This is an optimization exercise on Yosys and OpenROAD, whose aim is small area, not a production implementation. In this exercise RTL edits were held to simulation tests only and were not proved equivalent to the original. Power is estimated from default activity; no workload was simulated. The clock port is modelled as an ideal driver; clocking choices that lean on that would not hold on a real chip.

==> inputs of run M <==
// dmem_wbuf
module dmem_wbuf #(
  parameter int    DEPTH     = 4,
  parameter int    AW        = 6,
  parameter        INIT_FILE = ""
) (
  input  logic                     clk,
  input  logic                     reset,
  input  logic                     memwrite,
  input  logic [31:0]              a,
  input  logic [31:0]              wd,
  output logic [31:0]              rd,
  output logic [$clog2(DEPTH):0]   count,
  output logic                     full,
  output logic                     empty
);
export LEC_CHECK = 0
export CAP_MARGIN = 20
export CORE_AREA = 2.3 2.72 500.48 220.32
export DIE_AREA = 0 0 502.78 223.04
export SLEW_MARGIN = 20
create_clock -name core_clock -period 6.0 [get_ports {clk}]
standard.sh (not shown) runs the stock make flow with config.mk's settings and CLKGATE_MAP_FILE= SYNTH_SCRIPT=/design/flow/synth_recipe.tcl, a recipe that flattens the netlist after the stock synthesis.
==> flow/flow/run.sh <==
#!/bin/bash
# Own layout flow: the standard synthesis, then the combinational logic rebuilt
# around its registers (gen_netlist.py + map_hybrid.sh), then ORFS from floorplan on.
set -euo pipefail
HERE=$(pwd)
R=$HERE/orfs/results/sky130hd/dmem_wbuf/base
LIB=$FLOW_HOME/platforms/sky130hd/lib/sky130_fd_sc_hd__tt_025C_1v80.lib

bash standard.sh synth > synth_std.log 2>&1
cp $R/1_2_yosys.v $HERE/std_synth.v
python3 flow/gen_netlist.py $HERE/std_synth.v $HERE/hybrid.v $LIB > gen_netlist.log 2>&1
bash flow/map_hybrid.sh $HERE/hybrid.v $HERE/mapped.v $HERE/map_hybrid.log
cp $HERE/mapped.v $R/1_2_yosys.v
rm -f $R/1_synth.odb $R/1_synth.sdc

# Layout settings, one VAR=value per line (values may hold spaces).
KNOBS=()
while IFS= read -r line; do
  [[ -z "$line" || "$line" == \#* ]] && continue
  KNOBS+=("${line//@FLOW@/$HERE/flow}")
done < flow/knobs.txt
bash standard.sh "${KNOBS[@]}" finish > layout.log 2>&1
==> flow/flow/knobs.txt <==
# ORFS settings for the layout steps after synthesis (@FLOW@ is this folder)
GPL_TIMING_DRIVEN=0
CAP_MARGIN=10
SLEW_MARGIN=10
CTS_ARGS=-sink_clustering_enable -repair_clock_nets -buf_list sky130_fd_sc_hd__clkbuf_16 -sink_clustering_size 35 -sink_clustering_max_diameter 60 -root_buf sky130_fd_sc_hd__clkbuf_8 -dont_use_dummy_load
PRE_GLOBAL_PLACE_SKIP_IO_TCL=@FLOW@/place_array.tcl
POST_GLOBAL_PLACE_TCL=@FLOW@/unfix_array.tcl
ARRAY_LEFT_W=41.4
ARRAY_PITCH=13.8
ARRAY_FIFO_ROW0=1
ARRAY_MEM_ROW0=6
ARRAY_GROUP=8
PLACE_DENSITY=0.92
GLOBAL_PLACEMENT_ARGS=-overflow 0.2
MATCH_CELL_FOOTPRINT=0
DONT_BUFFER_PORTS=1
PRE_GLOBAL_PLACE_TCL=@FLOW@/ports.tcl
SETUP_SLACK_MARGIN=0.15
==> flow/flow/ports.tcl <==
# Port buffers (sourced as PRE_GLOBAL_PLACE_TCL, in place of ORFS's own
# buffer_ports, which DONT_BUFFER_PORTS turns off): every input and output port
# gets a buffer. buf_1 for all, buf_2 for the word-address inputs a[7:2], which
# fan out to the decoders and the buffer's address compare.
buffer_ports -inputs -buffer_cell sky130_fd_sc_hd__buf_1
buffer_ports -outputs -buffer_cell sky130_fd_sc_hd__buf_1
set bigger [[ord::get_db] findMaster sky130_fd_sc_hd__buf_2]
foreach j {2 3 4 5 6 7} {
  set net [[ord::get_db_block] findNet "a\[$j\]"]
  if {$net eq "NULL"} { error "no net a\[$j\]" }
  foreach it [$net getITerms] {
    set inst [$it getInst]
    if {[[$inst getMaster] getName] eq "sky130_fd_sc_hd__buf_1"} {
      $inst swapMaster $bigger
    }
  }
}
Other scripts of this flow, unchanged in this note and not shown: flow/flow/gen_netlist.py, flow/flow/map_hybrid.sh, flow/flow/place_array.tcl, flow/flow/unfix_array.tcl
==> inputs of run C, as changes to run M <==
==> flow/flow/knobs.txt (replaced) <==
# ORFS settings for the layout steps after synthesis (@FLOW@ is this folder)
GPL_TIMING_DRIVEN=0
CAP_MARGIN=10
SLEW_MARGIN=10
BUFFER_PORTS_ARGS=-buffer_cell sky130_fd_sc_hd__buf_2
CTS_ARGS=-sink_clustering_enable -repair_clock_nets -buf_list sky130_fd_sc_hd__clkbuf_16 -sink_clustering_size 25 -sink_clustering_max_diameter 100 -dont_use_dummy_load
PRE_GLOBAL_PLACE_SKIP_IO_TCL=@FLOW@/place_array.tcl
POST_GLOBAL_PLACE_TCL=@FLOW@/unfix_array.tcl
ARRAY_LEFT_W=41.4
ARRAY_PITCH=13.8
ARRAY_FIFO_ROW0=1
ARRAY_MEM_ROW0=6
ARRAY_GROUP=8
PLACE_DENSITY=0.92
GLOBAL_PLACEMENT_ARGS=-overflow 0.2
removed: flow/flow/ports.tcl
==> inputs of run E, as changes to run M <==
--- a/flow/flow/knobs.txt
+++ b/flow/flow/knobs.txt
@@ -3,5 +3,5 @@
 CAP_MARGIN=10
 SLEW_MARGIN=10
-CTS_ARGS=-sink_clustering_enable -repair_clock_nets -buf_list sky130_fd_sc_hd__clkbuf_16 -sink_clustering_size 35 -sink_clustering_max_diameter 60 -root_buf sky130_fd_sc_hd__clkbuf_8 -dont_use_dummy_load
+CTS_ARGS=-sink_clustering_enable -repair_clock_nets -buf_list sky130_fd_sc_hd__clkbuf_16 -sink_clustering_size 35 -sink_clustering_max_diameter 60 -dont_use_dummy_load
 PRE_GLOBAL_PLACE_SKIP_IO_TCL=@FLOW@/place_array.tcl
 POST_GLOBAL_PLACE_TCL=@FLOW@/unfix_array.tcl
==> notes.md <==
item                                                                        run M           run E           run C
Outcome                                          no timing/DRC/antenna violations  no timing/DRC/antenna violations  no timing/DRC/antenna violations
Relative contribution of sequential cells to total power                    72.3%           71.8%           69.3%
Slew at the pin with the worst max-slew slack                             1.30 ns         1.28 ns         1.27 ns
Share of cell area taken by multi-input logic gates                         14.3%           14.3%           14.1%
Detailed-route wire length on metal 1                               62000 microns   61100 microns   63200 microns
Post-layout power                                                         23.9 mW         24.1 mW         25.0 mW
First-pass iteration count of the detailed router                               6               5               5
Clk Tree Root Cell                                                       clkbuf_8       clkbuf_16       clkbuf_16
Bufs w/o clock                                                                 83              83              84
R2R setup slack                                                           1.77 ns         1.77 ns         1.76 ns
Metal3 WL                                                           20400 microns   21100 microns   19600 microns
Net switching component of the power                                      4.39 mW         4.38 mW         4.56 mW
Number of global-route vias before repair                                   30032           29986           30313
Wirelength per Cell                                                  23.2 microns    23.1 microns    23.2 microns
Post-detailed-routing wire length                                  130000 microns  130000 microns  131000 microns
Clock latency at the later pin of the worst-skew pair                     0.85 ns         0.70 ns         0.71 ns
Layout Area Growth over Synthesis                                           4.98%           5.11%           6.03%
Worst hold slack after final layout                                      0.523 ns        0.527 ns        0.518 ns
Maximum operating frequency                                             0.173 GHz       0.172 GHz       0.171 GHz
Post-detailed-route via-to-cell ratio                                        6.69            6.68            6.68
Number of antenna violations at the first check in global routing               1               0               1
Met1 usage                                                                  51.0%           51.0%           51.5%
Clock group power                                                         5.76 mW         5.91 mW         6.78 mW
Fraction of layout cells with a size suffix above 1                         6.24%           6.24%           8.54%
Global-route wire length before repair                             208000 microns  208000 microns  210000 microns
Final Core Density                                                          75.6%           75.7%           76.4%
Crit path DAT                                                             4.57 ns         4.61 ns         4.64 ns

separate check: timing with driven ports:
The flow's constraints put no driver on any port. The routed layouts listed below were extracted and timed again, unchanged, in two steps.
Step 1: set_driving_cell puts a clkbuf_16 on clk and a buf_2 on each other input, an assumption about the parent block.
Step 2 adds t to the input delays and takes it off the output delays; t is the mean of the earliest and latest rising clock arrival at the registers after step 1. Input paths then give back, and output paths get back, about the clock's delay inside the block.
Three values: no drivers, after step 1, after step 2; two values: the first two.
run | t (ns) | slack for setup (ns) | worst hold slack (ns) | worst data-port slew with drivers (ns) | cell pins on the clock port's net
run M | 0.879 | 0.234 / 0.213 / 0.213 | 0.523 / 0.523 / 0.523 | 0.05 | 1
run C | 0.758 | 0.159 / 0.138 / 0.138 | 0.518 / 0.518 / 0.518 | 0.07 | 1
run E | 0.735 | 0.191 / 0.170 / 0.170 | 0.527 / 0.527 / 0.527 | 0.05 | 1
After both steps setup and hold are still met in every run listed.
